This is an optimization exercise on Yosys and OpenROAD, whose aim is small area, a short achievable clock period and few clock cycles, not a production implementation.
In this exercise RTL edits were held to simulation tests only and were not proved equivalent to the original.
No activity file was given, so power comes from the tool's default toggle rates.

==> design.v <==
`default_nettype none
package pos_list_pkg;
   localparam int CAPACITY_DEF   = 64;
   localparam int ELEM_WIDTH_DEF = 32;
   localparam int FUNC_W = 3;
   localparam int POS_W  = 7;
   localparam int VAL_W  = 32;
   localparam int STAT_W = 2;
   localparam int LEN_W  = 7;
   localparam logic [FUNC_W-1:0] FN_ADD_FRONT = 3'd0;
   localparam logic [FUNC_W-1:0] FN_ADD_REAR  = 3'd1;
   localparam logic [FUNC_W-1:0] FN_REM_FRONT = 3'd2;
   localparam logic [FUNC_W-1:0] FN_REM_REAR  = 3'd3;
   localparam logic [FUNC_W-1:0] FN_INS_AT    = 3'd4;
   localparam logic [FUNC_W-1:0] FN_DEL_AT    = 3'd5;
   localparam logic [STAT_W-1:0] ST_OK        = 2'd0;
   localparam logic [STAT_W-1:0] ST_UNDERFLOW = 2'd1;
   localparam logic [STAT_W-1:0] ST_RANGE     = 2'd2;
   localparam logic [STAT_W-1:0] ST_FULL      = 2'd3;
endpackage
`default_nettype wire
`default_nettype none
module pos_list_store
#(
   parameter int DEPTH = pos_list_pkg::CAPACITY_DEF,
   parameter int WIDTH = pos_list_pkg::ELEM_WIDTH_DEF,
   parameter int AW    = $clog2(DEPTH)
) (
   input  wire logic             clock,
   input  wire logic             wr_en,
   input  wire logic [AW-1:0]    wr_addr,
   input  wire logic [WIDTH-1:0] wr_data,
   input  wire logic             rd_en,
   input  wire logic [AW-1:0]    rd_addr,
   output logic      [WIDTH-1:0] rd_data
);
   logic [WIDTH-1:0] mem [DEPTH];
   logic [WIDTH-1:0] rd_data_ff;
   always_ff @(posedge clock) begin
      if (wr_en) begin
         mem[wr_addr] <= wr_data;
      end
   end
   always_ff @(posedge clock) begin
      if (rd_en) begin
         rd_data_ff <= mem[rd_addr];
      end
   end
   assign rd_data = rd_data_ff;
endmodule
`default_nettype wire
`default_nettype none
module pos_list_ctrl
#(
   parameter int DEPTH = pos_list_pkg::CAPACITY_DEF,
   parameter int WIDTH = pos_list_pkg::ELEM_WIDTH_DEF,
   parameter int AW    = $clog2(DEPTH)
) (
   input  wire logic              clock,
   input  wire logic              reset,
   input  wire logic              start,
   output logic                   busy,
   input  wire logic [pos_list_pkg::FUNC_W-1:0] req_func,
   input  wire logic [pos_list_pkg::POS_W-1:0]  req_position,
   input  wire logic [pos_list_pkg::VAL_W-1:0]  req_item_value,
   output logic                   rsp_strobe,
   output logic [pos_list_pkg::VAL_W-1:0]       rsp_removed_value,
   output logic [pos_list_pkg::STAT_W-1:0]      rsp_status,
   output logic [pos_list_pkg::LEN_W-1:0]       rsp_length,
   output logic                   rsp_is_empty,
   output logic                   mem_wr_en,
   output logic [AW-1:0]          mem_wr_addr,
   output logic [WIDTH-1:0]       mem_wr_data,
   output logic                   mem_rd_en,
   output logic [AW-1:0]          mem_rd_addr,
   input  wire logic [WIDTH-1:0]  mem_rd_data
);
   localparam int CW   = $clog2(DEPTH + 1);
   localparam int CMPW = ((CW > pos_list_pkg::POS_W) ? CW : pos_list_pkg::POS_W) + 1;
   localparam logic [1:0] S_IDLE  = 2'd0;
   localparam logic [1:0] S_MOVE  = 2'd1;
   localparam logic [1:0] S_DRAIN = 2'd2;
   localparam logic [1:0] S_PUT   = 2'd3;
   logic [1:0]        state_ff, state_in;
   logic [CW-1:0]     count_ff, count_in;
   logic [AW-1:0]     rd_ptr_ff, rd_ptr_in;
   logic [AW-1:0]     stop_ff, stop_in;
   logic [AW-1:0]     idx_ff, idx_in;
   logic [WIDTH-1:0]  val_ff, val_in;
   logic              ins_ff, ins_in;
   logic              pend_ff, pend_in;
   logic              cap_ff, cap_in;
   logic [AW-1:0]     pdst_ff, pdst_in;
   logic [WIDTH-1:0]  rem_ff, rem_in;
   logic              strobe_ff, strobe_in;
   logic [WIDTH-1:0]  out_rem_ff, out_rem_in;
   logic [pos_list_pkg::STAT_W-1:0] out_stat_ff, out_stat_in;
   logic [CW-1:0]     out_len_ff, out_len_in;
   logic              accept;
   logic              full;
   logic              empty;
   logic [CMPW-1:0]   pos_x;
   logic [CMPW-1:0]   cnt_x;
   logic [WIDTH-1:0]  in_val;
   logic [pos_list_pkg::STAT_W-1:0] chk_stat;
   logic              do_ins;
   logic              do_del;
   logic [AW-1:0]     op_idx;
   assign accept = start && (state_ff == S_IDLE);
   assign busy   = (state_ff != S_IDLE);
   assign full   = (count_ff == CW'(DEPTH));
   assign empty  = (count_ff == '0);
   assign pos_x  = CMPW'(req_position);
   assign cnt_x  = CMPW'(count_ff);
   assign in_val = WIDTH'(64'(req_item_value));
   always_comb begin
      chk_stat = pos_list_pkg::ST_OK;
      do_ins   = 1'b0;
      do_del   = 1'b0;
      op_idx   = '0;
      unique case (req_func)
         pos_list_pkg::FN_ADD_FRONT: begin
            if (full) chk_stat = pos_list_pkg::ST_FULL;
            else      do_ins   = 1'b1;
         end
         pos_list_pkg::FN_ADD_REAR: begin
            op_idx = AW'(count_ff);
            if (full) chk_stat = pos_list_pkg::ST_FULL;
            else      do_ins   = 1'b1;
         end
         pos_list_pkg::FN_REM_FRONT: begin
            if (empty) chk_stat = pos_list_pkg::ST_UNDERFLOW;
            else       do_del   = 1'b1;
         end
         pos_list_pkg::FN_REM_REAR: begin
            op_idx = AW'(count_ff - 1'b1);
            if (empty) chk_stat = pos_list_pkg::ST_UNDERFLOW;
            else       do_del   = 1'b1;
         end
         pos_list_pkg::FN_INS_AT: begin
            op_idx = AW'(pos_x - 1'b1);
            if ((pos_x == '0) || (pos_x > cnt_x + 1'b1)) chk_stat = pos_list_pkg::ST_RANGE;
            else if (full)                               chk_stat = pos_list_pkg::ST_FULL;
            else                                         do_ins   = 1'b1;
         end
         pos_list_pkg::FN_DEL_AT: begin
            op_idx = AW'(pos_x - 1'b1);
            if ((pos_x == '0) || (pos_x > cnt_x)) chk_stat = pos_list_pkg::ST_RANGE;
            else                                  do_del   = 1'b1;
         end
         default: begin
            chk_stat = pos_list_pkg::ST_OK;
         end
      endcase
   end
   always_comb begin
      if (state_ff == S_PUT) begin
         mem_wr_en   = 1'b1;
         mem_wr_addr = idx_ff;
         mem_wr_data = val_ff;
      end else begin
         mem_wr_en   = pend_ff && !cap_ff;
         mem_wr_addr = pdst_ff;
         mem_wr_data = mem_rd_data;
      end
   end
   assign mem_rd_en   = (state_ff == S_MOVE);
   assign mem_rd_addr = rd_ptr_ff;
   always_comb begin
      state_in    = state_ff;
      count_in    = count_ff;
      rd_ptr_in   = rd_ptr_ff;
      stop_in     = stop_ff;
      idx_in      = idx_ff;
      val_in      = val_ff;
      ins_in      = ins_ff;
      pend_in     = 1'b0;
      cap_in      = 1'b0;
      pdst_in     = pdst_ff;
      rem_in      = (pend_ff && cap_ff) ? mem_rd_data : rem_ff;
      strobe_in   = 1'b0;
      out_rem_in  = out_rem_ff;
      out_stat_in = out_stat_ff;
      out_len_in  = out_len_ff;
      unique case (state_ff)
         S_IDLE: begin
            if (accept) begin
               idx_in = op_idx;
               val_in = in_val;
               if (do_ins) begin
                  ins_in = 1'b1;
                  if (CW'(op_idx) == count_ff) begin
                     state_in = S_PUT;
                  end else begin
                     state_in  = S_MOVE;
                     rd_ptr_in = AW'(count_ff - 1'b1);
                     stop_in   = op_idx;
                  end
               end else if (do_del) begin
                  ins_in    = 1'b0;
                  state_in  = S_MOVE;
                  rd_ptr_in = op_idx;
                  stop_in   = AW'(count_ff - 1'b1);
               end else begin
                  strobe_in   = 1'b1;
                  out_rem_in  = '0;
                  out_stat_in = chk_stat;
                  out_len_in  = count_ff;
               end
            end
         end
         S_MOVE: begin
            pend_in = 1'b1;
            cap_in  = !ins_ff && (rd_ptr_ff == idx_ff);
            pdst_in = ins_ff ? rd_ptr_ff + 1'b1 : rd_ptr_ff - 1'b1;
            if (rd_ptr_ff == stop_ff) begin
               state_in = S_DRAIN;
            end else begin
               rd_ptr_in = ins_ff ? rd_ptr_ff - 1'b1 : rd_ptr_ff + 1'b1;
            end
         end
         S_DRAIN: begin
            if (ins_ff) begin
               state_in = S_PUT;
            end else begin
               state_in    = S_IDLE;
               count_in    = count_ff - 1'b1;
               strobe_in   = 1'b1;
               out_rem_in  = (pend_ff && cap_ff) ? mem_rd_data : rem_ff;
               out_stat_in = pos_list_pkg::ST_OK;
               out_len_in  = count_ff - 1'b1;
            end
         end
         S_PUT: begin
            state_in    = S_IDLE;
            count_in    = count_ff + 1'b1;
            strobe_in   = 1'b1;
            out_rem_in  = '0;
            out_stat_in = pos_list_pkg::ST_OK;
            out_len_in  = count_ff + 1'b1;
         end
         default: begin
            state_in = S_IDLE;
         end
      endcase
   end
   always_ff @(posedge clock) begin
      if (reset) begin
         state_ff  <= S_IDLE;
         count_ff  <= '0;
         pend_ff   <= 1'b0;
         strobe_ff <= 1'b0;
      end else begin
         state_ff  <= state_in;
         count_ff  <= count_in;
         pend_ff   <= pend_in;
         strobe_ff <= strobe_in;
      end
   end
   always_ff @(posedge clock) begin
      rd_ptr_ff   <= rd_ptr_in;
      stop_ff     <= stop_in;
      idx_ff      <= idx_in;
      val_ff      <= val_in;
      ins_ff      <= ins_in;
      cap_ff      <= cap_in;
      pdst_ff     <= pdst_in;
      rem_ff      <= rem_in;
      out_rem_ff  <= out_rem_in;
      out_stat_ff <= out_stat_in;
      out_len_ff  <= out_len_in;
   end
   assign rsp_strobe        = strobe_ff;
   assign rsp_removed_value = pos_list_pkg::VAL_W'(64'(out_rem_ff));
   assign rsp_status        = out_stat_ff;
   assign rsp_length        = pos_list_pkg::LEN_W'(out_len_ff);
   assign rsp_is_empty      = (out_len_ff == '0);
endmodule
`default_nettype wire
`default_nettype none
module positional_list_engine
#(
   parameter int CAPACITY   = pos_list_pkg::CAPACITY_DEF,
   parameter int ELEM_WIDTH = pos_list_pkg::ELEM_WIDTH_DEF
) (
   input  wire logic              clock,
   input  wire logic              reset,
   input  wire logic              start,
   output logic                   busy,
   input  wire logic [pos_list_pkg::FUNC_W-1:0] req_func,
   input  wire logic [pos_list_pkg::POS_W-1:0]  req_position,
   input  wire logic [pos_list_pkg::VAL_W-1:0]  req_item_value,
   output logic                   rsp_strobe,
   output logic [pos_list_pkg::VAL_W-1:0]       rsp_removed_value,
   output logic [pos_list_pkg::STAT_W-1:0]      rsp_status,
   output logic [pos_list_pkg::LEN_W-1:0]       rsp_length,
   output logic                   rsp_is_empty
);
   localparam int AW = $clog2(CAPACITY);
   logic                  mem_wr_en;
   logic [AW-1:0]         mem_wr_addr;
   logic [ELEM_WIDTH-1:0] mem_wr_data;
   logic                  mem_rd_en;
   logic [AW-1:0]         mem_rd_addr;
   logic [ELEM_WIDTH-1:0] mem_rd_data;
   pos_list_ctrl #(
      .DEPTH (CAPACITY),
      .WIDTH (ELEM_WIDTH),
      .AW    (AW)
   ) u_ctrl (
      .clock             (clock),
      .reset             (reset),
      .start             (start),
      .busy              (busy),
      .req_func          (req_func),
      .req_position      (req_position),
      .req_item_value    (req_item_value),
      .rsp_strobe        (rsp_strobe),
      .rsp_removed_value (rsp_removed_value),
      .rsp_status        (rsp_status),
      .rsp_length        (rsp_length),
      .rsp_is_empty      (rsp_is_empty),
      .mem_wr_en         (mem_wr_en),
      .mem_wr_addr       (mem_wr_addr),
      .mem_wr_data       (mem_wr_data),
      .mem_rd_en         (mem_rd_en),
      .mem_rd_addr       (mem_rd_addr),
      .mem_rd_data       (mem_rd_data)
   );
   pos_list_store #(
      .DEPTH (CAPACITY),
      .WIDTH (ELEM_WIDTH),
      .AW    (AW)
   ) u_store (
      .clock   (clock),
      .wr_en   (mem_wr_en),
      .wr_addr (mem_wr_addr),
      .wr_data (mem_wr_data),
      .rd_en   (mem_rd_en),
      .rd_addr (mem_rd_addr),
      .rd_data (mem_rd_data)
   );
endmodule
`default_nettype wire
==> run.sh <==
#!/bin/bash
# synth_recipe.tcl (not shown) runs the flow's synth.tcl, then flattens the netlist and writes it again
# the make line also repeats each setting of config.mk as NAME=value (left out here)
make -C /OpenROAD-flow-scripts/flow DESIGN_CONFIG=/design/flow/config.mk WORK_HOME=/design/flow/orfs CLKGATE_MAP_FILE= SYNTH_SCRIPT=/design/flow/synth_recipe.tcl finish
==> config.mk <==
export PLATFORM = sky130hd
export DESIGN_NAME = positional_list_engine
export DESIGN_NICKNAME = positional_list_engine
export VERILOG_FILES = /design/flow/design.v
export SDC_FILE = /design/flow/constraint.sdc
export NUM_CORES = 4
export LEC_CHECK = 0
export CAP_MARGIN = 20
export CORE_MARGIN = 2
export CORE_UTILIZATION = 30
export PLACE_DENSITY = 0.5
export SLEW_MARGIN = 20
==> constraint.sdc <==
create_clock -name core_clock -period 5.0 [get_ports {clock}]
set_input_delay 1.0000 -clock core_clock [delete_from_list [all_inputs] [get_ports {clock}]]
set_output_delay 1.0000 -clock core_clock [all_outputs]
set_load 0.01 [all_outputs]
==> impl_summary.txt <==
----------------------------------------------------
[Route]
  Routed wire length ... 230 mm
  Via count ... 40404
  Drt initial violations ... ~4400
  Number of iterations in the first detailed-routing pass ... 6
  DRT antenna net count ... 0
  WL/cell ... just under 30 um
  Vias/cell ... 5.06
  Number of DRC violations after detailed routing ... 0

[Global routing]
  First-pass GRT wire length ... 324 mm
  Number of antenna violations at the first check in global routing ... 10
  Leftover overflow at the end of global routing ... 0
  Pin count of the biggest net entering global routing ... around 140
  Global routing usage summed across all routing layers ... around 16%
  Via count of the first global-routing pass ... between 40000 and 50000

[Worst setup path]
  Worst setup path class ... reg2reg
  Data required time at the worst endpoint ... between 5 and 6 ns
  CP endpoint kind ... flip-flop
  FF-to-FF Start ... u_ctrl.count_ff[2]
  CP startpoint kind ... flip-flop
  Arrival time of the worst setup path ... around 4.5 ns
  Worst Setup SP ... u_ctrl.count_ff[2]
  Maximum fanout count along the critical path ... 10

[Yosys]
  Synthesized area per cell ... 22.9 um2
  Number of synthesized register bits ... about 2200
  Cells after Synth ... about 3700
  Cell area after synthesis ... approximately 86000 um2
  Share of the yosys chip area belonging to registers ... 77.3%
  Combinational family with the most area after synthesis ... multiplexers
  Synth Area in Simple Gates ... 2.01%
  Share of synthesized cell area in full adder, half adder and majority cells ... 0.306%
  Most frequent cell after synthesis ... sky130_fd_sc_hd__edfxtp_1
  Number of distinct library cells after synthesis ... between 50 and 60
  Share of the synthesized netlist area taken by xor and xnor gates ... less than 1%
  Async set or reset register ratio after synthesis ... 0%
  Top flip-flop cell by instance count after synthesis ... sky130_fd_sc_hd__edfxtp_1
  Synthesized netlist net count ... around 3800
  Fraction of post-synthesis cell area in the top cell type by area ... about three quarters
  Top post-synthesis cells by count ... sky130_fd_sc_hd__edfxtp_1, sky130_fd_sc_hd__mux4_2, sky130_fd_sc_hd__nand2_1, sky130_fd_sc_hd__clkbuf_1, sky130_fd_sc_hd__nor2_1
  Multiplexer share of the synthesized area ... 17.5%
  Top cells by area, synth ... sky130_fd_sc_hd__edfxtp_1, sky130_fd_sc_hd__mux4_2, sky130_fd_sc_hd__dfxtp_1
  Post-synthesis cell type with the largest combined area ... sky130_fd_sc_hd__edfxtp_1
  Number of synthesis warnings ... 2
  Synthesized-area fraction occupied by ao, oa, aoi and oai cells ... around 1.2%
  Count of flip-flops with a built-in enable after synthesis ... 2178

[Clock tree]
  Total CTS buffers ... about 220
  Reg clk slew, reported paths ... roughly 0.06 ns
  Number of cells upsized or downsized after cts ... 0
  Clk Latency, worst-skew pair ... approximately 0.86 ns
  Clock tree from TritonCTS ... built
  Clock tree buffer depth ... 3
  Post-CTS setup buffer count ... 0
  Clk root buf ... sky130_fd_sc_hd__clkbuf_16
  Number of sinks on the clock net ... 2222
  CTS HTree Levels ... 4
  Hold bufs inserted after CTS ... 0

[Die]
  Die span in x ... about 540 um
  # rows ... between 150 and 200
  Die Y-Extent ... 539 um
  Top-level I/O count ... slightly below 90
  Standard cell core area ... between 200000 and 300000 um2
  Die area ... approximately 290000 um2
  Starting utilization of the core area ... between 30% and 40%

[STA]
  Minimum clock period ... approximately 3.9 ns
  Slew at the pin with the worst max-slew slack ... between 1 and 1.5 ns
  Final Hold Viols ... 0
  Max-slew headroom at the worst pin ... between 30% and 40%
  Fmax ... about 260 MHz
  Setup TNS ... 0 ns
  Worst-case setup margin in the final layout ... about 1.1 ns
  Crit share post-route ... between 70 and 80%
  Final setup skew ... ~0.04 ns
  Final Slew Violations ... 0
  Final setup violation count ... 0
  Setup repair after global routing missed its margin ... false

[Power]
  Static Leakage ... 30.6 nW
  Power density of the placed cells ... between 500 and 600 nW/um2
  Max rail drop VDD ... 0.305 mV
  Overall power consumption ... 50.6 mW

[Place]
  Setup WS pre-CTS ... ~0.8 ns
  Final RePlAce weighted congestion ... approximately 0.80
  IO buf count ... between 80 and 90
  HPWL Detailed ... ~130 mm

[Outcome]
  Result of the run ... timing/DRC/antenna clean

[Final layout]
  Utilization of the core after routing ... around a third
  Proportion of layout cells with a drive suffix above 1 ... 30.0%
  P&R area growth vs syn ... 16.6%
  Nets ... slightly above 4000

[Job]
  Max capacitance violation total ... 0

[Min path]
  Type of the worst min-delay path ... reg2reg
  Hold path startpoint ... u_ctrl.rem_ff[8]

----------------------------------------------------
==> stage by stage <==
stage / hold WS [ns] / instance area (um2) / instances
5_1_grt: 0.480 / 100000 / 7987
2_1_floorplan: 0.444 / 85700 / 3748
3_3_place_gp: 0.456 / 92900 / 7577
6_report: 0.467 / 100000 / 7989
4_1_cts: 0.471 / 99900 / 7987
3_5_place_dp: 0.457 / 93000 / 7580
==> registers in the layout, indices dropped and copies added (netlist names) <==
name and flops:
u_ctrl.ins_ff 1, u_ctrl.cap_ff 1, u_ctrl.stop_ff 6, u_ctrl.rem_ff 32, u_ctrl.pend_ff 1, u_ctrl.state_ff 2, u_ctrl.rd_ptr_ff 6, u_ctrl.count_ff 7
u_ctrl.out_len_ff 7, u_ctrl.idx_ff 6, u_ctrl.val_ff 32, u_ctrl.out_rem_ff 32, u_ctrl.pdst_ff 6, u_ctrl.out_stat_ff 2, u_ctrl.strobe_ff 1, u_store.mem 2048
u_store.rd_data_ff 32
==> layout make-up <==
type | instances | area, um2
fillers | 26075 | 185000
repair buffers | 268 | 2830
multi-input cells | 1301 | 19100
flip-flops and latches | 2222 | 66300
inverters | 27 | 101
diodes | 2 | 5.00
clock buffers | 296 | 5920
well taps | 3762 | 4710
clock inverters | 111 | 1030
==> path summary, 6_finish.rpt <==
check                      end  slack, ns  cells past startpoint
max          u_ctrl.stop_ff[2]       1.12                     12
max reg2reg  u_ctrl.stop_ff[2]       1.12                     12
min reg2reg   u_ctrl.rem_ff[8]       0.47                      1
min           u_ctrl.rem_ff[8]       0.47                      1
==> report_power, final <==
group	internal [mW]	switching (mW)
clock network	9.07	7.04
logic	4.84	6.93
registers	22.3	0.400
==> layer usage <==
metal | share of wire [%] | GRT usage, % | wire length (um) | up-vias
met1 | 45 | 22.6 | 103000 | 22427
li1 | - | - | - | 16452
met5 | 0 | 0 | 0 | -
met2 | 47 | 24.7 | 109000 | 1259
met3 | 5.9 | 2.73 | 13600 | 266
met4 | 2.0 | 3.53 | 4550 | 0
==> cells in the final DEF, fill, tap and decap left out, drive strengths merged, types with 15 or more instances in the layout <==
cell / Yosys / final
a21oi: 17 / 17
a22oi: 73 / 73
buf: 105 / 180
bufinv: 0 / 15
clkbuf: 93 / 296
clkdlybuf4s50: 0 / 88
clkinv: 0 / 85
dfxtp: 44 / 44
edfxtp: 2178 / 2178
ha: 21 / 21
inv: 27 / 35
mux2: 38 / 38
mux2i: 17 / 17
mux4: 640 / 640
nand2: 187 / 187
nand3: 22 / 22
nor2: 89 / 89
nor2b: 38 / 38
o21ai: 27 / 27
xnor2: 33 / 33
==> critical path, cell delays in order (launching register included) <==
cell,delay (ns)
sky130_fd_sc_hd__dfxtp_1,0.66
sky130_fd_sc_hd__inv_2,0.18
sky130_fd_sc_hd__nor3_4,0.26
sky130_fd_sc_hd__nand3_1,0.13
sky130_fd_sc_hd__xnor2_1,0.21
sky130_fd_sc_hd__ha_1,0.32
sky130_fd_sc_hd__nand4_1,0.14
sky130_fd_sc_hd__o221ai_1,0.19
sky130_fd_sc_hd__a31oi_1,0.06
sky130_fd_sc_hd__a22o_2,0.34
sky130_fd_sc_hd__a211oi_4,0.50
sky130_fd_sc_hd__buf_4,0.27
sky130_fd_sc_hd__mux2_2,0.34
==> logic make-up (layout without fill, tap and decap cells) <==
logic type | count (synthesis) | in the layout
XOR/XNOR | 45 | 45
multiplexers | 695 | 695
AO/OA/AOI/OAI | 152 | 152
AND/OR/NAND/NOR | 388 | 388
flip-flops | 2222 | 2222
other | 0 | 2
adder cells (fa/ha/maj) | 21 | 21
buffers and inverters | 225 | 702
Testbench counts, summed over its fixed seeds: cycles 64,443.

separate check: timing with driven ports:
The flow's constraints put no driver on any port. The routed layout listed below was extracted and timed again, unchanged, in two steps. Step 1 sets driving cells, clkbuf_16 on the clock port and buf_2 on the other inputs (assumed; they add their load-dependent delay and slew). Step 2 times the ports against the registers' clock, not the clock port: input delays grow and output delays shrink by t, the midpoint of the rising clock arrivals with the driver on. a / b / c = ideal ports / drivers / drivers and shift; a / b = the first two.
t (ns): 0.920
slack for setup (ns): 1.123 / 1.123 / 0.736
latest minus earliest clock arrival (ns): 0.043 / 0.043
After both steps this run still meets setup and hold. For this run, drivers alone change the setup slack by 0.000 ns; drivers and shift together by -0.387 ns.
